What follows belongs to an exercise in optimizing a design on an open flow for small area; a production flow would make more cautious choices. The RTL was checked by simulation tests, not by an equivalence proof against the original design. Power and IR drop assume default switching activity.

## flow/config.mk

```make
export PLATFORM = sky130hd
export DESIGN_NAME = c5_reg_bank_mp
export DESIGN_NICKNAME = c5_reg_bank_mp
export VERILOG_FILES = /design/flow/design.v
export SDC_FILE = /design/flow/constraint.sdc
export NUM_CORES = 4
export LEC_CHECK = 0
export CAP_MARGIN = 20
export CORE_MARGIN = 2
export CORE_UTILIZATION = 40
export SLEW_MARGIN = 20
export SYNTH_HIERARCHICAL = 1
```

## flow/constraint.sdc

```tcl
create_clock -name core_clock -period 10.0 [get_ports {I_clk}]
set_input_delay 2.0000 -clock core_clock [delete_from_list [all_inputs] [get_ports {I_clk}]]
set_output_delay 2.0000 -clock core_clock [all_outputs]
set_load 0.01 [all_outputs]
```

## flow/design.v

```verilog
package c5_reg_bank_pkg;
  typedef enum logic {
    ST_CLEAR = 1'b0,
    ST_IDLE  = 1'b1
  } state_e;
  function automatic logic [31:0] idx_zero(input int unsigned aw);
    idx_zero = 32'd0;
  endfunction
  function automatic logic [31:0] idx_status(input int unsigned aw);
    idx_status = (32'd1 << aw) | 32'd12;
  endfunction
  function automatic logic [31:0] idx_epc(input int unsigned aw);
    idx_epc = (32'd1 << aw) | 32'd14;
  endfunction
  function automatic logic [31:0] idx_vec(input int unsigned aw);
    idx_vec = (32'd1 << (aw + 32'd1)) - 32'd1;
  endfunction
endpackage
module c5_reg_bank_aoi3 (
  input  logic [2:0] d_i,
  input  logic [2:0] s_i,
  output logic       y_no
);
  assign y_no = ~|(d_i & s_i);
endmodule
module c5_reg_bank_aoi2 (
  input  logic [1:0] d_i,
  input  logic [1:0] s_i,
  output logic       y_no
);
  assign y_no = ~|(d_i & s_i);
endmodule
module c5_reg_bank_ram #(
  parameter int unsigned DEPTH = 32
) (
  input  logic [DEPTH-1:0] d_i,    
  input  logic [DEPTH-1:0] s_i,    
  output logic             y_o
);
  localparam int unsigned NG3 = DEPTH / 3;
  localparam int unsigned NG  = NG3 + 1;
  logic [NG-1:0] n;
  for (genvar g = 0; g < NG3; g++) begin : g_aoi3
    c5_reg_bank_aoi3 u_g (.d_i(d_i[3*g +: 3]), .s_i(s_i[3*g +: 3]), .y_no(n[g]));
  end
  c5_reg_bank_aoi2 u_last (.d_i(d_i[DEPTH-1 -: 2]), .s_i(s_i[DEPTH-1 -: 2]), .y_no(n[NG3]));
  assign y_o = ~&n;
endmodule
module c5_reg_bank_mp #(
  parameter int unsigned WIDTH  = 32,
  parameter int unsigned AW     = 5,
  parameter int unsigned NUM_RD = 2,
  parameter logic [31:0] IVEC   = 32'h0000_003C
) (
  input  logic                     I_clk,
  input  logic                     I_rst_n,
  input  logic                     I_pause,
  input  logic [NUM_RD*(AW+1)-1:0] I_rs_index,
  input  logic [AW:0]              I_rd_index,
  input  logic [WIDTH-1:0]         I_reg_dest_new,
  output logic [NUM_RD*WIDTH-1:0]  O_reg_out,
  output logic                     O_intr_enable,
  output logic                     O_busy
);
  localparam int unsigned IW    = AW + 1;
  localparam int unsigned DEPTH = 2 ** AW;
  localparam logic [IW-1:0] I_ZERO   = IW'(c5_reg_bank_pkg::idx_zero(AW));
  localparam logic [IW-1:0] I_STATUS = IW'(c5_reg_bank_pkg::idx_status(AW));
  localparam logic [IW-1:0] I_EPC    = IW'(c5_reg_bank_pkg::idx_epc(AW));
  localparam logic [IW-1:0] I_VEC    = IW'(c5_reg_bank_pkg::idx_vec(AW));
  logic [AW-1:0] cnt_q;
  logic          busy_q;
  logic          ie_q;
  always_ff @(posedge I_clk) begin
    if (!I_rst_n) begin
      cnt_q  <= '0;
      busy_q <= 1'b1;
      ie_q   <= 1'b0;
    end else begin
      cnt_q <= cnt_q + AW'(1);
      if (cnt_q == AW'(DEPTH - 1)) busy_q <= 1'b0;
      if (I_rd_index == I_EPC)         ie_q <= 1'b0;
      else if (I_rd_index == I_STATUS) ie_q <= I_reg_dest_new[0];
    end
  end
  logic             wr_en_c;
  logic [AW-1:0]    wr_slot_c;
  logic [DEPTH-1:0] we_c;
  logic [WIDTH-1:0] wdata_c;
  assign wr_en_c   = (I_rd_index != I_ZERO) && (I_rd_index != I_STATUS) &&
                     !I_pause && !busy_q;
  assign wr_slot_c = (I_rd_index == I_EPC) ? '0 : I_rd_index[AW-1:0];
  assign wdata_c   = busy_q ? '0 : I_reg_dest_new;
  logic [DEPTH*WIDTH-1:0] mem_q;
  for (genvar r = 0; r < DEPTH; r++) begin : g_row
    assign we_c[r] = busy_q || (wr_en_c && (wr_slot_c == AW'(r)));
    always_ff @(posedge I_clk) begin
      if (we_c[r]) mem_q[r*WIDTH +: WIDTH] <= wdata_c;
    end
  end
  logic [WIDTH-1:0] rdata_c [NUM_RD];
  for (genvar k = 0; k < NUM_RD; k++) begin : g_port
    logic [IW-1:0]    idx;
    logic [AW-1:0]    slot;
    logic             en;
    logic [DEPTH-1:0] sel;
    assign idx  = I_rs_index[k*IW +: IW];
    assign slot = (idx == I_EPC) ? '0 : idx[AW-1:0];
    assign en   = !busy_q && (idx != I_ZERO) &&
                  !((k == 0) && ((idx == I_STATUS) || (idx == I_VEC)));
    for (genvar r = 0; r < DEPTH; r++) begin : g_sel
      assign sel[r] = en && (slot == AW'(r));
    end
    for (genvar b = 0; b < WIDTH; b++) begin : g_bit
      logic [DEPTH-1:0] col;
      for (genvar r = 0; r < DEPTH; r++) begin : g_col
        assign col[r] = mem_q[r*WIDTH + b];
      end
      c5_reg_bank_ram #(.DEPTH(DEPTH)) u_rd (.d_i(col), .s_i(sel), .y_o(rdata_c[k][b]));
    end
  end
  logic [IW-1:0] idx0;
  logic          ok0;
  assign idx0 = I_rs_index[IW-1:0];
  assign ok0  = !busy_q;
  assign O_reg_out[WIDTH-1:0] =
      rdata_c[0]
    | ((ok0 && (idx0 == I_STATUS)) ? WIDTH'(ie_q) : '0)
    | ((ok0 && (idx0 == I_VEC))    ? WIDTH'(IVEC) : '0);
  assign O_reg_out[2*WIDTH-1:WIDTH] = rdata_c[1];
  assign O_intr_enable = ie_q;
  assign O_busy        = busy_q;
endmodule
```

## flow/run.sh

```bash
#!/bin/bash
# synth_recipe.tcl (not shown) runs the flow's synth.tcl, then flattens the netlist and writes it again
# the make line also repeats each setting of config.mk as NAME=value (left out here)
make -C /OpenROAD-flow-scripts/flow DESIGN_CONFIG=/design/flow/config.mk WORK_HOME=/design/flow/orfs CLKGATE_MAP_FILE= SYNTH_SCRIPT=/design/flow/synth_recipe.tcl finish
```

==> flow_summary.json, run 1 <==
{
  "clock_latency_ps": 660,
  "cts_buffers": 104,
  "cts_tree": "done",
  "cts_setup_buffers": 0,
  "maxSlewHeadroom_pct": 16.5,
  "io_buffers": 118,
  "synth_ff_type": "edfxtp_1",
  "syn_area_um2": 41200,
  "cp.required_ps": 8000,
  "vias": 29900,
  "clock-sinks": 1031,
  "die_width_um": 325,
  "drtAntennaViolNets": 0,
  "drc_errors": 0,
  "critPathCaptureType": "primary output",
  "place_ws_ps": 2180,
  "rsz0062_at_grt": "no",
  "status": "finished clean",
  "routed_wl_mm": 156,
  "yosysMostFrequentCell": "edfxtp_1",
  "synth_edf_count": 1024,
  "internal-power_uw": 6930,
  "grt_overflow": 0,
  "grt_max_degree": 62,
  "place.gp.congestion": 0.896,
  "die_y_um": 325,
  "clkTransAtPathRegs_ps": 60,
  "max-vdd-ir-drop_mv": 0.131,
  "clk_path_buf_depth": 3,
  "netlist_instances": 2257,
  "core_area_um2": 102000,
  "final.setup.worst_slack_ps": 2060,
  "grt_pass1_wl_mm": 216,
  "critPathMaxFanout": 20,
  "netlist-cell-type-count": 51,
  "synth_area_leaders": "edfxtp_1, a222oi_1, nand4_1, a22oi_2, or3_1",
  "min_path_type": "reg2reg",
  "cts_root_buffer": "clkbuf_16",
  "sw_frac_of_total_pct": 19.4,
  "pwr-share-seq_pct": 54.4,
  "powerDensity_nw_per_um2": 176,
  "p_comb_share_pct": 0.7,
  "min_period_over_period_pct": 79.4,
  "cts-resized-gates": 0,
  "p_sw_uw": 1670,
  "synthToLayoutAreaGrowth_pct": 18.8,
  "p_leak_uw": 0.0178,
  "wl_per_cell_um": 38.9,
  "syn_avg_cell_area_um2": 18.3,
  "ys_seq_elements": 1031,
  "clkPwrFrac_pct": 44.9,
  "num_rows": 117,
  "multi_input_area_um2": 10800,
  "start_util_pct": 40.4,
  "io_pins": 119,
  "die_area_um2": 106000,
  "hold_violations": 0,
  "grt_pass1_vias": 30000,
  "tightestPinTransition_ps": 1250,
  "drive_above_1_share_pct": 17.5,
  "path_class": "in2out",
  "synth.net_count": 2312,
  "first_pass_iters": 13,
  "track_usage_pct": 28.4,
  "final.fill_count": 8538,
  "synth_top_area_cell": "edfxtp_1",
  "hpwl_mm": 86.8,
  "viasPerCell": 7.48,
  "ys_top_cells_by_count": "edfxtp_1, a222oi_1, nand4_1",
  "period_needed_ps": 7940,
  "fin_setup_tns_ps": 0,
  "drt_iter0_drc": 7004,
  "total_power_uw": 8600,
  "synth.top_cell.area_share_pct": 74.6,
  "maxCapViolCount": 0,
  "regArea_um2": 30900,
  "async_flop_share_pct": 0,
  "crit_path_start_kind": "input port",
  "cts-hold-fix-buffers": 0,
  "maxSlewViolCount": 0,
  "setup_viol": 0,
  "cp.arrival_ps": 5940,
  "ys_seq_area_share_pct": 75.0,
  "yosys_warnings": 8,
  "nets": 2594,
  "cts.htree.levels": 3,
  "max_freq_mhz": 126,
  "antenna_found_initial": 8,
  "skew_ps": 22.1
}
## sequential cells by signal, indices dropped and copies added, names as in the netlist
signal	cells
busy_q	1
cnt_q	5
ie_q	1
mem_q	1024
## per-module statistics from Yosys (local to each module, per instance), a selection
module / copies in the design / flip-flops and latches / area, um^2
c5_reg_bank_aoi3: 640 / 0 / 10.0
c5_reg_bank_mp: 1 / 1031 / 32500
c5_reg_bank_aoi2: 64 / 0 / 12.5
## metrics by stage
step	instance area (um^2)	hold WS, ps	utilization, %	std cells
4_1_cts	48700	473	47.8	3987
3_3_place_gp	45200	430	44.3	3790
2_1_floorplan	41200	420	-	2257
6_report	48900	474	48.0	3997
5_1_grt	48900	490	48.0	3993
3_5_place_dp	45400	462	44.5	3796
## power groups by stage
stage	clock network (uW)	registers, uW	logic [uW]
2_1_floorplan	0	4770	17.4
3_3_place_gp	0	4770	56.4
3_5_place_dp	0	4770	58.4
4_1_cts	3880	4680	58.7
5_1_grt	4050	4670	62.7
6_report	3860	4680	59.6
## worst paths after layout
kind	from	to	slack, ps	depth (start not counted)
setup / recovery	I_rs_index[8]	O_reg_out[44]	2060	8
hold / removal	cnt_q[0]$_SDFF_PN0_	cnt_q[0]$_SDFF_PN0_	470	1
setup reg to reg	busy_q$_SDFFE_PN1N_	mem_q[1011]$_DFFE_PP_	7100	4
hold reg to reg	cnt_q[0]$_SDFF_PN0_	cnt_q[0]$_SDFF_PN0_	470	1
## layout by cell type, fill, tap and decap left out, drive strengths merged, types with 17 or more instances in the layout
| master | synthesis | routed |
|---|---|---|
| edfxtp | 1024 | 1024 |
| a222oi | 640 | 640 |
| nand4 | 132 | 132 |
| clkbuf | 6 | 125 |
| clkdlybuf4s50 | 0 | 118 |
| buf | 38 | 102 |
| nand3 | 70 | 70 |
| or3 | 65 | 65 |
| a22oi | 64 | 64 |
| nor2 | 64 | 64 |
| clkinv | 0 | 50 |
| nor2b | 40 | 40 |
| a21o | 19 | 19 |
| nand2 | 17 | 17 |
## worst max-delay path: stages
cell and delay [ps]:
clkdlybuf4s50_1 690, nand2b_1 760, nor2_4 310, buf_16 270, a222oi_1 360, nand4_1 480, or3_1 520, clkdlybuf4s50_1 510
## routing by layer
| layer | vias to the layer above | part of all wire [%] | global-route usage (%) |
|---|---|---|---|
| met5 | - | 0.035 | 0 |
| li1 | 11600 | - | - |
| met4 | 8 | 7.2 | 19.3 |
| met1 | 14900 | 34 | 36.5 |
| met3 | 510 | 14 | 7.23 |
| met2 | 2835 | 44 | 42.6 |
## cell type report
type                            count  area share (%)
Antenna cell                        5          0.0256
Clock buffer                      125            5.61
Clock inverter                     66            1.25
Inverter                            3          0.0230
Multi-Input combinational cell   1179            22.0
Sequential cell                  1031            63.1
Tap cell                         1368            3.50
Timing Repair Buffer              220            4.43
## cells by family (layout without fill, tap and decap cells)
family / after synthesis / after routing / synth area share [%]
adder cells (fa/ha/maj): 2 / 2 / 0.0607
XOR/XNOR: 2 / 2 / 0.0425
AND/OR/NAND/NOR: 429 / 429 / 5.91
AO/OA/AOI/OAI: 745 / 745 / 18.2
buffers and inverters: 47 / 414 / 0.747
other: 0 / 5 / 0
multiplexers: 1 / 1 / 0.0243
flip-flops: 1031 / 1031 / 75.0
==> inputs of run 2 (changes only) <==
--- a/flow/design.v
+++ b/flow/design.v
@@ -23,12 +23,19 @@
 );
   assign y_no = ~|(d_i & s_i);
 endmodule
-module c5_reg_bank_aoi2 (
+module c5_reg_bank_ao2 (
+  input  logic [1:0] n_i,
   input  logic [1:0] d_i,
   input  logic [1:0] s_i,
-  output logic       y_no
+  output logic       y_o
 );
-  assign y_no = ~|(d_i & s_i);
+  assign y_o = ~&n_i | |(d_i & s_i);
+endmodule
+module c5_reg_bank_nand4 (
+  input  logic [3:0] n_i,
+  output logic       y_o
+);
+  assign y_o = ~&n_i;
 endmodule
 module c5_reg_bank_ram #(
   parameter int unsigned DEPTH = 32
@@ -38,13 +45,16 @@
   output logic             y_o
 );
   localparam int unsigned NG3 = DEPTH / 3;
-  localparam int unsigned NG  = NG3 + 1;
-  logic [NG-1:0] n;
+  logic [NG3-1:0] n;
+  logic           p;
   for (genvar g = 0; g < NG3; g++) begin : g_aoi3
     c5_reg_bank_aoi3 u_g (.d_i(d_i[3*g +: 3]), .s_i(s_i[3*g +: 3]), .y_no(n[g]));
   end
-  c5_reg_bank_aoi2 u_last (.d_i(d_i[DEPTH-1 -: 2]), .s_i(s_i[DEPTH-1 -: 2]), .y_no(n[NG3]));
-  assign y_o = ~&n;
+  c5_reg_bank_ao2 u_last (.n_i(n[NG3-1 -: 2]), .d_i(d_i[DEPTH-1 -: 2]), .s_i(s_i[DEPTH-1 -: 2]), .y_o(p));
+  logic [1:0] q;
+  c5_reg_bank_nand4 u_n0 (.n_i(n[3:0]), .y_o(q[0]));
+  c5_reg_bank_nand4 u_n1 (.n_i(n[7:4]), .y_o(q[1]));
+  assign y_o = |q | p;
 endmodule
 module c5_reg_bank_mp #(
   parameter int unsigned WIDTH  = 32,
==> flow/flow/run.sh (new file) <==
#!/bin/bash
# Standard ORFS layout with smaller port buffers and a clock tree without
# dummy balancing loads. Each step's full output is kept in a log of its own.
set -uo pipefail
cd "$(dirname "$0")/.."
bash standard.sh \
  "BUFFER_PORTS_ARGS=-buffer_cell sky130_fd_sc_hd__buf_1" \
  "CTS_ARGS=-sink_clustering_enable -repair_clock_nets -dont_use_dummy_load -sink_clustering_size 16 -sink_clustering_max_diameter 80 -buf_list {sky130_fd_sc_hd__clkbuf_8}" \
  finish > flow_standard.log 2>&1
rc=$?
cp -r orfs/logs flow_orfs_logs 2>/dev/null || true
exit $rc
==> flow/standard.sh (new file) <==
#!/bin/bash
# synth_recipe.tcl (not shown) runs the flow's synth.tcl, then flattens the netlist and writes it again
# the make line also repeats each setting of config.mk as NAME=value (left out here)
make -C /OpenROAD-flow-scripts/flow DESIGN_CONFIG=/design/flow/config.mk WORK_HOME=/design/flow/orfs CLKGATE_MAP_FILE= SYNTH_SCRIPT=/design/flow/synth_recipe.tcl "${@:-finish}"
--- a/flow/config.mk
+++ b/flow/config.mk
@@ -7,6 +7,6 @@
 export LEC_CHECK = 0
 export CAP_MARGIN = 20
 export CORE_MARGIN = 2
-export CORE_UTILIZATION = 40
+export CORE_UTILIZATION = 65
 export SLEW_MARGIN = 20
 export SYNTH_HIERARCHICAL = 1
removed: flow/run.sh
==> flow_summary.json, run 2 <==
{
  "status": "finished clean",
  "synthToLayoutAreaGrowth_pct": 8.93,
  "clock_latency_ps": 720,
  "grt_max_degree": 33,
  "cts_setup_buffers": 0,
  "netlist_instances": 2257,
  "netlist-cell-type-count": 51,
  "r2r_cells": 4,
  "crit_path_start_kind": "input port",
  "cts-resized-gates": 0,
  "drc_errors": 0,
  "grt_overflow": 0,
  "cp.arrival_ps": 5400,
  "clock-sinks": 1031,
  "final.setup.worst_slack_ps": 2600,
  "die_area_um2": 64900,
  "synth_xor_area_share_pct": 0.0429,
  "top_register": "mem_q",
  "skew_ps": 24.6,
  "sw_frac_of_total_pct": 19.6,
  "synth_ff_type": "edfxtp_1",
  "cts_buffers": 74,
  "synth_edf_count": 1024,
  "cts_tree": "done",
  "critPathMaxFanout": 32,
  "internal-power_uw": 5350,
  "critPathCaptureType": "primary output",
  "largest_reg_flops": 1024,
  "min_from": "cnt_q[0]$_SDFF_PN0_",
  "cts_root_buffer": "clkbuf_8",
  "hold_violations": 0,
  "routed_wl_mm": 145,
  "reg_top3": "mem_q: 1024 flops, cnt_q: 5 flops",
  "place.gp.congestion": 0.950,
  "layout_common_cells": "edfxtp_1, a222oi_1, nand4_1",
  "path_class": "in2out",
  "maxSlewHeadroom_pct": 15.8,
  "min_period_over_period_pct": 74.0,
  "synth_area_leaders": "edfxtp_1, a222oi_1, nand4_1, a22oi_1, or3_1",
  "syn_area_um2": 40900,
  "synth_top_area_cell": "edfxtp_1",
  "io_buffers": 118,
  "synth_fa_ha_area_share_pct": 0.0612,
  "viasPerCell": 8.95,
  "maxSlewViolCount": 0,
  "die_y_um": 255,
  "async_flop_share_pct": 0,
  "min_path_type": "reg2reg",
  "grt_pass1_wl_mm": 201,
  "drtAntennaViolNets": 0,
  "p_comb_share_pct": 0.7,
  "synth_mux_area_share_pct": 0.0245,
  "period_needed_ps": 7400,
  "cts.htree.levels": 3,
  "pwr-share-seq_pct": 70.2,
  "num_rows": 91,
  "nets": 2535,
  "maxCapViolCount": 0,
  "place_ws_ps": 2850,
  "first_pass_iters": 13,
  "ys_seq_area_share_pct": 75.6,
  "final.fill_count": 3950,
  "r2r_start": "busy_q$_SDFFE_PN1N_",
  "p_leak_uw": 0.0162,
  "clkPwrFrac_pct": 29.1,
  "synth_top_family_by_area": "compound AO/OA/AOI/OAI gates",
  "p_sw_uw": 1300,
  "synth_simple_gate_area_share_pct": 5.96,
  "vias": 29700,
  "synth.top_cell.area_share_pct": 75.2,
  "syn_avg_cell_area_um2": 18.1,
  "powerDensity_nw_per_um2": 149,
  "drive_above_1_share_pct": 11.7,
  "grt_pass1_vias": 29000,
  "synth_compound_area_share_pct": 17.6,
  "start_util_pct": 66.0,
  "ys_top_cells_by_count": "edfxtp_1, a222oi_1, nand4_1",
  "cp.required_ps": 8000,
  "antenna_found_initial": 17,
  "setup_viol": 0,
  "clkTransAtPathRegs_ps": 90,
  "io_pins": 119,
  "yosysMostFrequentCell": "edfxtp_1",
  "whs_path_depth": 1,
  "ff2ff_setup_slack_ps": 6780,
  "yosys_warnings": 8,
  "rsz0062_at_grt": "no",
  "holdPathEnd": "cnt_q[0]$_SDFF_PN0_",
  "cts-hold-fix-buffers": 0,
  "synth.net_count": 2312,
  "fin_setup_tns_ps": 0,
  "rr_endpoint": "mem_q[877]$_DFFE_PP_",
  "hpwl_mm": 77.6,
  "drt_iter0_drc": 8341,
  "core_area_um2": 61900,
  "clk_path_buf_depth": 3,
  "die_width_um": 255,
  "final_common_cell": "edfxtp_1",
  "tightestPinTransition_ps": 1260,
  "max_freq_mhz": 135,
  "max-vdd-ir-drop_mv": 0.123,
  "track_usage_pct": 44.6,
  "ys_seq_elements": 1031,
  "wl_per_cell_um": 43.5
}
==> run 2: cell count changes after synthesis <==
| cell | delta |
|---|---|
| a22oi_1 | +64 |
| a22oi_2 | -64 |
==> run 2: stage by stage <==
step,std cells,power [uW],hold WS (ps),cell area [um^2],util [%]
after floorplan,2257,4790,420,40900,-
after global placement,3236,4810,437,43300,69.8
after detailed placement,3237,4810,459,43300,69.9
after CTS,3311,6640,474,44300,71.6
after global routing,3318,6780,493,44500,71.9
final,3322,6650,470,44500,71.9
==> run 2: power by group through the flow <==
stage	sequential, uW	clock (uW)	combinational [uW]
final	4670	1940	46.4
after global routing	4670	2070	48.8
after CTS	4670	1930	43.9
after detailed placement	4770	0	43.4
after global placement	4770	0	41.5
after floorplan	4770	0	17.4
==> run 2: how the worst max path moves through the flow <==
| stage | from | to | slack, ps | cells after the start |
|---|---|---|---|---|
| after floorplan | I_rs_index[1] | O_reg_out[0] | 3230 | 7 |
| after global placement | I_rs_index[9] | O_reg_out[41] | 2960 | 8 |
| after detailed placement | I_rs_index[9] | O_reg_out[63] | 2850 | 9 |
| after CTS | I_rs_index[9] | O_reg_out[63] | 2850 | 9 |
| after global routing | I_rs_index[9] | O_reg_out[45] | 2680 | 9 |
| final | I_rs_index[9] | O_reg_out[35] | 2600 | 9 |
==> run 2: Yosys stat by module, one instance, submodules excluded, excerpt <==
module             cells  times used  cell area, um^2
c5_reg_bank_mp      1297           1            32500
c5_reg_bank_nand4      1         128             6.26
c5_reg_bank_ao2        2          64             12.5
c5_reg_bank_aoi3       1         640             10.0
==> run 2: cells by family after synthesis <==
group           after synthesis
compound gates              745
mux                           1
xor+xnor                      2
buf+inv                      47
fa+ha+maj                     2
flops                      1031
simple gates                429
==> run 2: critical path, stage by stage <==
cell and delay [ps]:
buf_1 180, and2_1 210, a31oi_1 840, nor2_2 70
buf_4 350, a222oi_1 500, nand4_1 440, or3_1 610
buf_1 190
==> run 2: cell type report <==
type / instances / area (um^2) / area share [%]
Antenna cell: 7 / 17.5 / 0.0393
Clock buffer: 74 / 1020 / 2.29
Inverter: 3 / 11.3 / 0.0253
Multi-Input combinational cell: 1179 / 10500 / 23.5
Sequential cell: 1031 / 30900 / 69.4
Tap cell: 837 / 1050 / 2.35
Timing Repair Buffer: 191 / 1080 / 2.42
==> run 2: metal layers <==
metal	track usage [%]	wire [um]
met1	57.2	44800
met2	65.6	63300
met3	15.9	25900
met4	27.9	10500
met5	0	91
==> inputs of run 3 (changes only) <==
--- a/flow/design.v
+++ b/flow/design.v
@@ -16,6 +16,15 @@
     idx_vec = (32'd1 << (aw + 32'd1)) - 32'd1;
   endfunction
 endpackage
+module c5_reg_bank_bit (
+  input  logic q_i,
+  input  logic hold_i,
+  input  logic w_i,
+  input  logic wr_i,
+  output logic d_o
+);
+  assign d_o = (q_i & hold_i) | (w_i & wr_i);
+endmodule
 module c5_reg_bank_aoi3 (
   input  logic [2:0] d_i,
   input  logic [2:0] s_i,
@@ -95,19 +104,27 @@
   end
   logic             wr_en_c;
   logic [AW-1:0]    wr_slot_c;
-  logic [DEPTH-1:0] we_c;
-  logic [WIDTH-1:0] wdata_c;
+  logic [DEPTH-1:0] hold_c;
+  logic [DEPTH-1:0] wr_c;
   assign wr_en_c   = (I_rd_index != I_ZERO) && (I_rd_index != I_STATUS) &&
                      !I_pause && !busy_q;
   assign wr_slot_c = (I_rd_index == I_EPC) ? '0 : I_rd_index[AW-1:0];
-  assign wdata_c   = busy_q ? '0 : I_reg_dest_new;
   logic [DEPTH*WIDTH-1:0] mem_q;
+  logic [DEPTH*WIDTH-1:0] mem_d;
   for (genvar r = 0; r < DEPTH; r++) begin : g_row
-    assign we_c[r] = busy_q || (wr_en_c && (wr_slot_c == AW'(r)));
-    always_ff @(posedge I_clk) begin
-      if (we_c[r]) mem_q[r*WIDTH +: WIDTH] <= wdata_c;
+    assign wr_c[r]   = wr_en_c && (wr_slot_c == AW'(r));
+    assign hold_c[r] = !busy_q && !wr_c[r];
+    for (genvar b = 0; b < WIDTH; b++) begin : g_bit
+      c5_reg_bank_bit u_bit (
+        .q_i    (mem_q[r*WIDTH + b]),
+        .hold_i (hold_c[r]),
+        .w_i    (I_reg_dest_new[b]),
+        .wr_i   (wr_c[r]),
+        .d_o    (mem_d[r*WIDTH + b])
+      );
     end
   end
+  always_ff @(posedge I_clk) mem_q <= mem_d;
   logic [WIDTH-1:0] rdata_c [NUM_RD];
   for (genvar k = 0; k < NUM_RD; k++) begin : g_port
     logic [IW-1:0]    idx;
==> flow_summary.json, run 3 <==
{
  "async_flop_share_pct": 0,
  "fin_util_pct": 73.0,
  "period_needed_ps": 7360,
  "ys_top_cells_by_count": "dfxtp_1, a22o_1, a222oi_1",
  "max_freq_mhz": 136,
  "num_rows": 90,
  "syn_avg_cell_area_um2": 12.0,
  "cts-hold-fix-buffers": 0,
  "synth_edf_count": 0,
  "slowest_delay_ps": 700,
  "rr_endpoint": "mem_q[961]$_DFF_P_",
  "first_pass_iters": 17,
  "max-vdd-ir-drop_mv": 0.130,
  "cts_tree": "done",
  "maxSlewViolCount": 0,
  "grt_pass1_vias": 39800,
  "reg_top3": "mem_q: 1024 flops, cnt_q: 5 flops",
  "die_width_um": 251,
  "regArea_um2": 20600,
  "ys_seq_area_share_pct": 52.2,
  "hpwl_mm": 101,
  "status": "finished clean",
  "die_y_um": 251,
  "track_usage_pct": 55.1,
  "rsz0062_at_grt": "no",
  "p_leak_uw": 0.0153,
  "place.gp.congestion": 1.02,
  "grt_max_degree": 36,
  "cts-resized-gates": 0,
  "cp.required_ps": 8000,
  "hold_violations": 0,
  "clock_latency_ps": 770,
  "cts_setup_buffers": 0,
  "nets": 3636,
  "syn_area_um2": 39500,
  "cts_root_buffer": "clkbuf_8",
  "r2r_start": "busy_q$_SDFFE_PN1N_",
  "maxSlewHeadroom_pct": 11.5,
  "critPathMaxFanout": 27,
  "viasPerCell": 9.43,
  "drive_above_1_share_pct": 9.86,
  "min_path_type": "reg2reg",
  "drtAntennaViolNets": 0,
  "critPathCaptureType": "primary output",
  "ff2ff_setup_slack_ps": 6650,
  "maxCapViolCount": 0,
  "synth.net_count": 3354,
  "synth_top_area_cell": "dfxtp_1",
  "drc_errors": 0,
  "synth_area_leaders": "dfxtp_1, a22o_1, a222oi_1, nand4_1, a22oi_1",
  "grt_pass1_wl_mm": 258,
  "synth_ff_type": "dfxtp_1",
  "final.fill_count": 4251,
  "worst_path_most_repeated_cell": "buf_1",
  "cp_cell_sequence": "buf_1, nand2b_1, nor2_2, buf_4, a222oi_1, nand4_1, or3_1, buf_1",
  "crit_start": "I_rs_index[3]",
  "netlist-cell-type-count": 47,
  "powerDensity_nw_per_um2": 142,
  "path_class": "in2out",
  "crit_end": "O_reg_out[27]",
  "largest_reg_flops": 1024,
  "skew_ps": 52.7,
  "ys_seq_elements": 1031,
  "tightestPinTransition_ps": 1330,
  "final_common_cell": "dfxtp_1",
  "netlist_instances": 3299,
  "r2r_cells": 7,
  "crit_path_start_kind": "input port",
  "io_buffers": 118,
  "routed_wl_mm": 181,
  "clk_path_buf_depth": 3,
  "clock-sinks": 1031,
  "synth.top_cell.area_share_pct": 52.2,
  "cts.htree.levels": 3,
  "clkTransAtPathRegs_ps": 100,
  "io_pins": 119,
  "wl_per_cell_um": 41.4,
  "start_util_pct": 65.6,
  "grt_overflow": 0,
  "top_register": "mem_q",
  "vias": 41300,
  "setup_viol": 0,
  "multi_input_area_um2": 19400,
  "worst_path_max_delay_cell": "nand2b_1",
  "antenna_found_initial": 19,
  "cts_buffers": 74,
  "yosys_warnings": 8,
  "core_area_um2": 60200,
  "min_period_over_period_pct": 73.6,
  "yosysMostFrequentCell": "dfxtp_1",
  "layout_common_cells": "dfxtp_1, a22o_1, a222oi_1",
  "fin_setup_tns_ps": 0,
  "cp.arrival_ps": 5360,
  "die_area_um2": 62800,
  "synthToLayoutAreaGrowth_pct": 11.3,
  "drt_iter0_drc": 11200
}
run 3: area by class of cell:
type / count / share of cell area (%)
clock buffer: 74 / 2.32
multi-input combinational: 2218 / 44.2
sequential: 1031 / 47.0
inverter: 3 / 0.0256
antenna: 19 / 0.108
timing repair buffer: 253 / 4.21
tap: 782 / 2.23
run 3: report_power, final:
| part | internal, uW | switching [uW] |
|---|---|---|
| combinational | 18.4 | 131 |
| clock | 667 | 1330 |
| sequential | 4100 | 0.840 |
run 3: cells by family after synthesis:
family	share of synthesized area [%]
fa+ha+maj	0.0633
xor+xnor	0.0443
simple gates	6.15
compound gates	40.7
flops	52.2
buf+inv	0.754
run 3: worst min path at each step:
stage	startpoint	endpoint	cells past startpoint
global placement	cnt_q[0]$_SDFF_PN0_	cnt_q[0]$_SDFF_PN0_	1
finish	cnt_q[0]$_SDFF_PN0_	cnt_q[0]$_SDFF_PN0_	1
detailed placement	cnt_q[0]$_SDFF_PN0_	cnt_q[0]$_SDFF_PN0_	1
CTS	cnt_q[0]$_SDFF_PN0_	cnt_q[0]$_SDFF_PN0_	1
floorplan	cnt_q[0]$_SDFF_PN0_	cnt_q[0]$_SDFF_PN0_	1
global route	cnt_q[0]$_SDFF_PN0_	cnt_q[0]$_SDFF_PN0_	1
run 3: modules after synthesis (local to each module, per instance), a selection:
module | cells inside | area (um^2) | flops+latches | copies in the design
c5_reg_bank_aoi3 | 1 | 10.0 | 0 | 640
c5_reg_bank_nand4 | 1 | 6.26 | 0 | 128
c5_reg_bank_ao2 | 2 | 12.5 | 0 | 64
c5_reg_bank_mp | 1315 | 22100 | 1031 | 1
c5_reg_bank_bit | 1 | 8.76 | 0 | 1024
run 3: routing by layer:
metal | GRT usage (%) | share of wire, %
met1 | 65.1 | 32
met2 | 74.7 | 38
met3 | 29.3 | 20
met4 | 41.6 | 9.9
met5 | 2.93 | 0.20
run 3: metrics by stage:
step / cell area, um^2 / power (uW) / hold WS [ps] / cells / worst slack (ps)
after detailed placement: 42600 / 4340 / 455 / 4273 / 3100
after floorplan: 39500 / 4220 / 421 / 3299 / 1380
after global routing: 43900 / 6350 / 489 / 4364 / 2730
after global placement: 42300 / 4330 / 432 / 4262 / 3130
final: 44000 / 6250 / 473 / 4380 / 2640
after CTS: 43600 / 6190 / 475 / 4347 / 3100
run 3: critical path: cells and delay by family:
kind	cells	cell delay, ps
compound gates	1	310
buf+inv	3	770
simple gates	4	2240
==> inputs of run 4 (changes only) <==
--- a/flow/design.v
+++ b/flow/design.v
@@ -18,12 +18,12 @@
 endpackage
 module c5_reg_bank_bit (
   input  logic q_i,
-  input  logic hold_i,
-  input  logic w_i,
-  input  logic wr_i,
+  input  logic load_i,
+  input  logic c_i,
+  input  logic keep_i,
   output logic d_o
 );
-  assign d_o = (q_i & hold_i) | (w_i & wr_i);
+  assign d_o = ~((q_i | load_i) & (c_i | keep_i));
 endmodule
 module c5_reg_bank_aoi3 (
   input  logic [2:0] d_i,
@@ -46,11 +46,19 @@
 );
   assign y_o = ~&n_i;
 endmodule
+module c5_reg_bank_xor (
+  input  logic a_i,
+  input  logic b_i,
+  output logic y_o
+);
+  assign y_o = a_i ^ b_i;
+endmodule
 module c5_reg_bank_ram #(
   parameter int unsigned DEPTH = 32
 ) (
   input  logic [DEPTH-1:0] d_i,    
   input  logic [DEPTH-1:0] s_i,    
+  input  logic             inv_i,  
   output logic             y_o
 );
   localparam int unsigned NG3 = DEPTH / 3;
@@ -63,7 +71,9 @@
   logic [1:0] q;
   c5_reg_bank_nand4 u_n0 (.n_i(n[3:0]), .y_o(q[0]));
   c5_reg_bank_nand4 u_n1 (.n_i(n[7:4]), .y_o(q[1]));
-  assign y_o = |q | p;
+  logic or_q;
+  assign or_q = |q | p;
+  c5_reg_bank_xor u_x (.a_i(or_q), .b_i(inv_i), .y_o(y_o));
 endmodule
 module c5_reg_bank_mp #(
   parameter int unsigned WIDTH  = 32,
@@ -102,24 +112,30 @@
       else if (I_rd_index == I_STATUS) ie_q <= I_reg_dest_new[0];
     end
   end
+  logic phase_q;
+  always_ff @(posedge I_clk) phase_q <= !busy_q && !phase_q;
   logic             wr_en_c;
   logic [AW-1:0]    wr_slot_c;
-  logic [DEPTH-1:0] hold_c;
-  logic [DEPTH-1:0] wr_c;
+  logic [DEPTH-1:0] load_c;
+  logic [DEPTH-1:0] keep_c;
+  logic [WIDTH-1:0] col_c;
   assign wr_en_c   = (I_rd_index != I_ZERO) && (I_rd_index != I_STATUS) &&
                      !I_pause && !busy_q;
   assign wr_slot_c = (I_rd_index == I_EPC) ? '0 : I_rd_index[AW-1:0];
+  assign col_c     = I_reg_dest_new ^ {WIDTH{phase_q}};
   logic [DEPTH*WIDTH-1:0] mem_q;
   logic [DEPTH*WIDTH-1:0] mem_d;
   for (genvar r = 0; r < DEPTH; r++) begin : g_row
-    assign wr_c[r]   = wr_en_c && (wr_slot_c == AW'(r));
-    assign hold_c[r] = !busy_q && !wr_c[r];
+    logic wr;
+    assign wr        = wr_en_c && (wr_slot_c == AW'(r));
+    assign load_c[r] = busy_q || wr;
+    assign keep_c[r] = !wr;
     for (genvar b = 0; b < WIDTH; b++) begin : g_bit
       c5_reg_bank_bit u_bit (
         .q_i    (mem_q[r*WIDTH + b]),
-        .hold_i (hold_c[r]),
-        .w_i    (I_reg_dest_new[b]),
-        .wr_i   (wr_c[r]),
+        .load_i (load_c[r]),
+        .c_i    (col_c[b]),
+        .keep_i (keep_c[r]),
         .d_o    (mem_d[r*WIDTH + b])
       );
     end
@@ -138,12 +154,14 @@
     for (genvar r = 0; r < DEPTH; r++) begin : g_sel
       assign sel[r] = en && (slot == AW'(r));
     end
+    logic inv;
+    assign inv = en && phase_q;
     for (genvar b = 0; b < WIDTH; b++) begin : g_bit
       logic [DEPTH-1:0] col;
       for (genvar r = 0; r < DEPTH; r++) begin : g_col
         assign col[r] = mem_q[r*WIDTH + b];
       end
-      c5_reg_bank_ram #(.DEPTH(DEPTH)) u_rd (.d_i(col), .s_i(sel), .y_o(rdata_c[k][b]));
+      c5_reg_bank_ram #(.DEPTH(DEPTH)) u_rd (.d_i(col), .s_i(sel), .inv_i(inv), .y_o(rdata_c[k][b]));
     end
   end
   logic [IW-1:0] idx0;
==> flow/flow/run.sh (replaced) <==
#!/bin/bash
# Standard ORFS layout with smaller port buffers, a clock tree without dummy
# balancing loads, and no very large buffers in the resizer's repairs. Each
# step's full output is kept in a log of its own.
set -uo pipefail
cd "$(dirname "$0")/.."
hook="$PWD/flow/no_big_buffers.tcl"
bash standard.sh \
  "BUFFER_PORTS_ARGS=-buffer_cell sky130_fd_sc_hd__buf_1" \
  "CTS_ARGS=-sink_clustering_enable -repair_clock_nets -dont_use_dummy_load -sink_clustering_size 16 -sink_clustering_max_diameter 50 -buf_list {sky130_fd_sc_hd__clkbuf_8}" \
  "PRE_GLOBAL_PLACE_TCL=$hook" "PRE_RESIZE_TCL=$hook" "PRE_GLOBAL_ROUTE_TCL=$hook" \
  finish > flow_standard.log 2>&1
rc=$?
cp -r orfs/logs flow_orfs_logs 2>/dev/null || true
exit $rc
==> flow/flow/no_big_buffers.tcl (new file) <==
# Keep the resizer's repairs to small buffers: the largest ones only add area
# on this design, whose long nets are all at a 10 ns clock.
set_dont_use {sky130_fd_sc_hd__buf_12 sky130_fd_sc_hd__buf_16 sky130_fd_sc_hd__bufbuf_8 sky130_fd_sc_hd__bufbuf_16}
--- a/flow/config.mk
+++ b/flow/config.mk
@@ -7,6 +7,6 @@
 export LEC_CHECK = 0
 export CAP_MARGIN = 20
 export CORE_MARGIN = 2
-export CORE_UTILIZATION = 65
+export CORE_UTILIZATION = 50
 export SLEW_MARGIN = 20
 export SYNTH_HIERARCHICAL = 1
==> flow_summary.json, run 4 <==
{
  "synth_ff_type": "dfxtp_1",
  "powerDensity_nw_per_um2": 155,
  "synth.top_cell.area_share_pct": 54.6,
  "grt_pass1_vias": 39800,
  "num_rows": 100,
  "grt_max_degree": 40,
  "max_freq_mhz": 128,
  "synth_area_leaders": "dfxtp_1, a222oi_1, o22ai_1, xor2_1, nand4_1",
  "synth_mux_area_share_pct": 0,
  "yosysMostFrequentCell": "dfxtp_1",
  "clock-sinks": 1032,
  "synth_edf_count": 0,
  "critPathMaxFanout": 32,
  "io_pins": 119,
  "maxSlewHeadroom_pct": 10.2,
  "rr_endpoint": "mem_q[814]$_DFF_P_",
  "stdcell_area_um2": 42500,
  "final_cells": 4699,
  "cts_buffers": 102,
  "vias": 41700,
  "drc_errors": 0,
  "ys_seq_elements": 1032,
  "clk_path_buf_depth": 3,
  "antenna_found_initial": 16,
  "setup_viol": 0,
  "place_area_um2": 40900,
  "syn_avg_cell_area_um2": 11.2,
  "cts.htree.levels": 3,
  "netlist-cell-type-count": 45,
  "hold_violations": 0,
  "max-vdd-ir-drop_mv": 0.102,
  "crit_start": "I_rs_index[6]",
  "hpwl_mm": 110,
  "largest_reg_flops": 1024,
  "maxSlewViolCount": 0,
  "clkTransAtPathRegs_ps": 80,
  "cts-resized-gates": 0,
  "r2r_start": "busy_q$_SDFFE_PN1N_",
  "async_flop_share_pct": 0,
  "synth_compound_area_share_pct": 36.0,
  "cp.required_ps": 8000,
  "first_pass_iters": 15,
  "die_area_um2": 78000,
  "synth.net_count": 3449,
  "path_class": "in2out",
  "final_common_cell": "dfxtp_1",
  "die_y_um": 279,
  "cts_root_buffer": "clkbuf_8",
  "cp_cell_sequence": "buf_1, nor2_1, a41oi_2, nor3_2, buf_2, a222oi_1, nand4_1, or3_1, xor2_1, buf_1",
  "routed_wl_mm": 198,
  "whs_path_depth": 1,
  "slowest_delay_ps": 710,
  "period_needed_ps": 7830,
  "io_buffers": 118,
  "cts-hold-fix-buffers": 0,
  "ff2ff_setup_slack_ps": 6300,
  "cts_setup_buffers": 0,
  "r2r_cells": 6,
  "drtAntennaViolNets": 0,
  "critPathCaptureType": "primary output",
  "worst_path_most_repeated_cell": "buf_1",
  "grt_pass1_wl_mm": 276,
  "drt_iter0_drc": 10900,
  "ys_top_cells_by_count": "dfxtp_1, o22ai_1, a222oi_1",
  "synth_xor_area_share_pct": 2.27,
  "netlist_instances": 3394,
  "dp.cells": 4578,
  "ys_seq_area_share_pct": 54.6,
  "synthToLayoutAreaGrowth_pct": 12.1,
  "core_area_um2": 74700,
  "tightestPinTransition_ps": 1350,
  "maxCapViolCount": 0,
  "grt_overflow": 0,
  "cp.arrival_ps": 5830,
  "fin_setup_tns_ps": 0,
  "track_usage_pct": 48.3,
  "nets": 3778,
  "min_path_type": "reg2reg",
  "top_register": "mem_q",
  "cts_tree": "done",
  "synth_simple_gate_area_share_pct": 6.26,
  "status": "finished clean",
  "reg_top3": "mem_q: 1024 flops, cnt_q: 5 flops",
  "synth_top_area_cell": "dfxtp_1",
  "min_from": "cnt_q[0]$_SDFF_PN0_",
  "rsz0062_at_grt": "no",
  "viasPerCell": 8.88,
  "crit_path_start_kind": "input port",
  "layout_common_cells": "dfxtp_1, o22ai_1, a222oi_1",
  "synth_top_family_by_area": "compound AO/OA/AOI/OAI gates",
  "p_leak_uw": 0.0155,
  "clock_latency_ps": 740,
  "holdPathEnd": "cnt_q[0]$_SDFF_PN0_",
  "synth_fa_ha_area_share_pct": 0.0661,
  "min_period_over_period_pct": 78.3,
  "die_width_um": 279,
  "yosys_warnings": 8,
  "syn_area_um2": 37900,
  "drive_above_1_share_pct": 9.97,
  "place.gp.congestion": 0.982,
  "worst_path_max_delay_cell": "a41oi_2",
  "start_util_pct": 50.7,
  "skew_ps": 55.9,
  "wl_per_cell_um": 42.1
}
==> run 4: cell types whose count changed after synthesis, sizes merged, moves of 20 or more <==
cell | before | now
o22ai | 0 | 1024
a21o | 0 | 28
nand2 | 15 | 46
a22o | 1024 | 1
xor2 | 1 | 97
nor2 | 92 | 67
a21oi | 20 | 0
==> run 4: metal layers <==
layer / vias to the layer above / wire (um) / global-route usage (%)
met1: 19900 / 67300 / 59.7
met3: 1262 / 32900 / 18.6
met5: - / 116 / 0
li1: 16100 / - / -
met4: 16 / 18800 / 37.9
met2: 4351 / 78500 / 67.3
==> run 4: worst max-delay path by stage <==
stage / slack [ps] / to / cells past startpoint
floorplan: 1950 / O_reg_out[2] / 6
global placement: 2080 / O_reg_out[58] / 10
detailed placement: 2480 / O_reg_out[58] / 10
CTS: 2470 / O_reg_out[58] / 10
global route: 2160 / O_reg_out[53] / 10
finish: 2170 / O_reg_out[53] / 10
==> run 4: metrics by stage <==
stage,total power (uW),worst slack (ps),hold slack (ps),utilization (%)
after floorplan,4280,1950,421,-
after global placement,4350,2080,440,54.6
after detailed placement,4360,2480,445,54.7
after CTS,6560,2470,458,56.6
after global routing,6730,2160,485,56.8
final,6580,2170,452,56.8
==> run 4: cells by family after synthesis <==
logic type | Yosys count
xor+xnor | 98
buf+inv | 56
flops | 1032
compound gates | 1772
simple gates | 434
fa+ha+maj | 2
==> run 4: Yosys stat by module, one instance, submodules excluded, a selection <==
module             copies in the design  flops+latches  cell area (um^2)  cells
c5_reg_bank_xor                      64              0              8.76      1
c5_reg_bank_bit                    1024              0              6.26      1
c5_reg_bank_ao2                      64              0              12.5      2
c5_reg_bank_aoi3                    640              0              10.0      1
c5_reg_bank_mp                        1           1032             22500   1346
c5_reg_bank_nand4                   128              0              6.26      1
==> run 4: cell type report <==
| class | count | area [um^2] |
|---|---|---|
| fillers | 6474 | 32200 |
| inverters | 3 | 11.3 |
| multi-input cells | 2306 | 17700 |
| flip-flops and latches | 1032 | 20700 |
| clock buffers | 102 | 1400 |
| diodes | 9 | 22.5 |
| well taps | 969 | 1210 |
| repair buffers | 278 | 1410 |
==> run 4: worst max-delay path: cells and delay by family <==
family	cells	cell delay, ps
AOI/OAI and AO/OA	2	1200
and+or+nand+nor	4	1470
xor gates and xnor gates	1	160
buffers and inverters	3	990
==> run 4: power by group <==
group          switching, uW  internal [uW]  total (uW)
logic                    123           39.3         162
registers              0.742           4110        4110
clock network           1410            903        2310
total                   1530           5050        6580
==> inputs of run 5 (changes only) <==
--- a/flow/config.mk
+++ b/flow/config.mk
@@ -7,6 +7,6 @@
 export LEC_CHECK = 0
 export CAP_MARGIN = 20
 export CORE_MARGIN = 2
-export CORE_UTILIZATION = 50
+export CORE_UTILIZATION = 40
 export SLEW_MARGIN = 20
 export SYNTH_HIERARCHICAL = 1
==> flow_summary.json, run 5 <==
{
  "path_class": "in2out",
  "crit_path_start_kind": "input port",
  "synthToLayoutAreaGrowth_pct": 13.3,
  "final.setup.worst_slack_ps": 2170,
  "holdPathEnd": "cnt_q[0]$_SDFF_PN0_",
  "grt_overflow": 0,
  "die_area_um2": 97200,
  "yosys_warnings": 8,
  "status": "finished clean",
  "ys_top_cells_by_count": "dfxtp_1, o22ai_1, a222oi_1",
  "layout_common_cells": "dfxtp_1, o22ai_1, a222oi_1",
  "hpwl_mm": 110,
  "cts-resized-gates": 0,
  "cp.required_ps": 8000,
  "drc_errors": 0,
  "ff2ff_setup_slack_ps": 6510,
  "total_power_uw": 6560,
  "synth.top_cell.area_share_pct": 54.6,
  "num_rows": 112,
  "clk_path_buf_depth": 3,
  "worst_path_max_delay_cell": "nand2b_1",
  "start_util_pct": 40.5,
  "largest_reg_flops": 1024,
  "cts-hold-fix-buffers": 0,
  "drt_iter0_drc": 9222,
  "cts.htree.levels": 3,
  "r2r_cells": 5,
  "cts_root_buffer": "clkbuf_8",
  "final_common_cell": "dfxtp_1",
  "p_leak_uw": 0.0154,
  "wl_per_cell_um": 37.8,
  "maxSlewViolCount": 0,
  "critPathMaxFanout": 24,
  "top_register": "mem_q",
  "syn_area_um2": 37900,
  "multi_input_area_um2": 18000,
  "fin_setup_tns_ps": 0,
  "first_pass_iters": 13,
  "async_flop_share_pct": 0,
  "track_usage_pct": 36.6,
  "period_needed_ps": 7830,
  "ys_seq_area_share_pct": 54.6,
  "yosysMostFrequentCell": "dfxtp_1",
  "tightestPinTransition_ps": 1310,
  "worst_path_most_repeated_cell": "buf_1",
  "critPathCaptureType": "primary output",
  "antenna_found_initial": 12,
  "cts_buffers": 98,
  "ys_seq_elements": 1032,
  "viasPerCell": 8.03,
  "max_freq_mhz": 128,
  "grt_pass1_vias": 36800,
  "final_cells": 4969,
  "cp_cell_sequence": "buf_1, nand2b_1, nor2_4, buf_2, a222oi_1, nand4_1, or3_1, xor2_1, buf_1",
  "hold_ws_ps": 451,
  "netlist-cell-type-count": 45,
  "io_pins": 119,
  "clock_latency_ps": 780,
  "drive_above_1_share_pct": 9.77,
  "core_area_um2": 93600,
  "skew_ps": 66.3,
  "io_buffers": 118,
  "nets": 3764,
  "place_ws_ps": 2500,
  "min_from": "cnt_q[0]$_SDFF_PN0_",
  "min_path_type": "reg2reg",
  "rsz0062_at_grt": "no",
  "rr_endpoint": "mem_q[25]$_DFF_P_",
  "grt_pass1_wl_mm": 263,
  "powerDensity_nw_per_um2": 153,
  "synth_edf_count": 0,
  "maxCapViolCount": 0,
  "clock-sinks": 1032,
  "synth_area_leaders": "dfxtp_1, a222oi_1, o22ai_1, xor2_1, nand4_1",
  "synth_top_area_cell": "dfxtp_1",
  "whs_path_depth": 1,
  "path_delay_family": "simple AND/OR/NAND/NOR gates",
  "reg_top3": "mem_q: 1024 flops, cnt_q: 5 flops",
  "final.fill_count": 9000,
  "place.gp.congestion": 0.924,
  "path_buf_inv": 3,
  "drtAntennaViolNets": 0,
  "r2r_start": "busy_q$_SDFFE_PN1N_",
  "die_y_um": 312,
  "hold_violations": 0,
  "synth.net_count": 3449,
  "min_period_over_period_pct": 78.3,
  "routed_wl_mm": 188,
  "cts_setup_buffers": 0,
  "synth_ff_type": "dfxtp_1",
  "vias": 39900,
  "grt_max_degree": 43,
  "die_width_um": 312,
  "max-vdd-ir-drop_mv": 0.0909,
  "dp.cells": 4857,
  "regArea_um2": 20700,
  "cts_tree": "done",
  "slowest_delay_ps": 740,
  "clkTransAtPathRegs_ps": 80,
  "setup_viol": 0,
  "syn_avg_cell_area_um2": 11.2,
  "maxSlewHeadroom_pct": 12.3,
  "netlist_instances": 3394,
  "cp.arrival_ps": 5830
}
-- run 5: changes by cell type in the layout (fill, tap and decap cells not counted), sizes merged --
cell    before  now
clkbuf     104  100
buf        276  266
diode        9    8
-- run 5: area by class of cell --
cell class	count	area share, %
timing repair buffer	268	3.02
antenna	8	0.0467
sequential	1032	48.2
clock buffer	98	3.14
multi-input combinational	2306	41.9
inverter	3	0.0262
tap	1254	3.66
-- run 5: logic make-up after synthesis --
logic type                 Yosys count  share of synthesized area, %
adders and majority gates            2                        0.0661
DFF                               1032                          54.6
and+or+nand+nor                    434                          6.26
xor gates and xnor gates            98                          2.27
buffers and inverters               56                         0.859
AOI/OAI and AO/OA                 1772                          36.0
-- run 5: per-module statistics from Yosys, one instance, submodules excluded, excerpt --
module             copies in the design  cells  area [um^2]
c5_reg_bank_xor                      64      1         8.76
c5_reg_bank_aoi3                    640      1         10.0
c5_reg_bank_bit                    1024      1         6.26
c5_reg_bank_ao2                      64      2         12.5
c5_reg_bank_nand4                   128      1         6.26
c5_reg_bank_mp                        1   1346        22500
-- run 5: per-layer routing --
metal / share of wire (%) / global-route usage (%) / wire length (um)
met1: 36 / 46.7 / 67300
met2: 40 / 50.7 / 74800
met3: 16 / 13.5 / 30300
met4: 8.2 / 25.7 / 15400
met5: 0.034 / 0.346 / 63
-- run 5: worst max path at each step --
stage,endpoint,cells after the start,startpoint,slack (ps)
CTS,O_reg_out[46],11,I_rs_index[8],2480
detailed placement,O_reg_out[46],11,I_rs_index[9],2500
finish,O_reg_out[46],9,I_rs_index[8],2170
floorplan,O_reg_out[2],6,I_rs_index[2],1950
global route,O_reg_out[46],11,I_rs_index[10],2240
global placement,O_reg_out[37],10,I_rs_index[7],2580
-- run 5: power by group --
| part | internal (uW) | switching, uW |
|---|---|---|
| Combinational | 41.6 | 145 |
| Clock | 869 | 1400 |
| Sequential | 4110 | 0.795 |
| Total | 5020 | 1550 |
-- run 5: per-stage QoR --
stage,util (%),instance area [um^2]
after floorplan,-,37900
after global placement,44.2,41400
final,45.8,42900
after detailed placement,44.3,41400
after CTS,45.7,42800
after global routing,45.8,42900
-- run 5: worst register-to-register path: cells and delay by family (launching register included) --
kind	cells	cell delay (ps)
simple gates	2	580
flops	1	950
buf+inv	1	590
compound gates	2	1200

==> what the ideal ports hide <==
Ports are ideal in the flow. The routed layouts listed here were re-timed in OpenROAD. Step 1 (the two cells are an assumption about what drives the block):
set clk [get_ports {I_clk}]
set_driving_cell -lib_cell sky130_fd_sc_hd__clkbuf_16 $clk
set_driving_cell -lib_cell sky130_fd_sc_hd__buf_2 [delete_from_list [all_inputs] $clk]
Step 2 moves the port delays by t, midway between the first and last clock arrival at a register: inputs arrive t later, outputs are due t later. That takes back most of the time a late clock gives input paths. Three values: ideal, step 1, step 2; two values: the first two.
| run | t, ns | setup slack, ns | worst slew at a driven data input, ns |
|---|---|---|---|
| run 1 | 0.728 | 2.064 / 2.035 / 2.035 | 0.07 |
| run 2 | 0.770 | 2.602 / 2.576 / 2.576 | 0.16 |
| run 3 | 0.801 | 2.644 / 2.564 / 2.564 | 0.09 |
| run 4 | 0.808 | 2.175 / 2.148 / 2.148 | 0.12 |
| run 5 | 0.792 | 2.166 / 2.064 / 2.064 | 0.16 |
After both steps setup and hold are still met in every run listed. The setup slack of run 5, which loses most, moves by -0.102 ns with the drivers and by -0.102 ns with both steps.
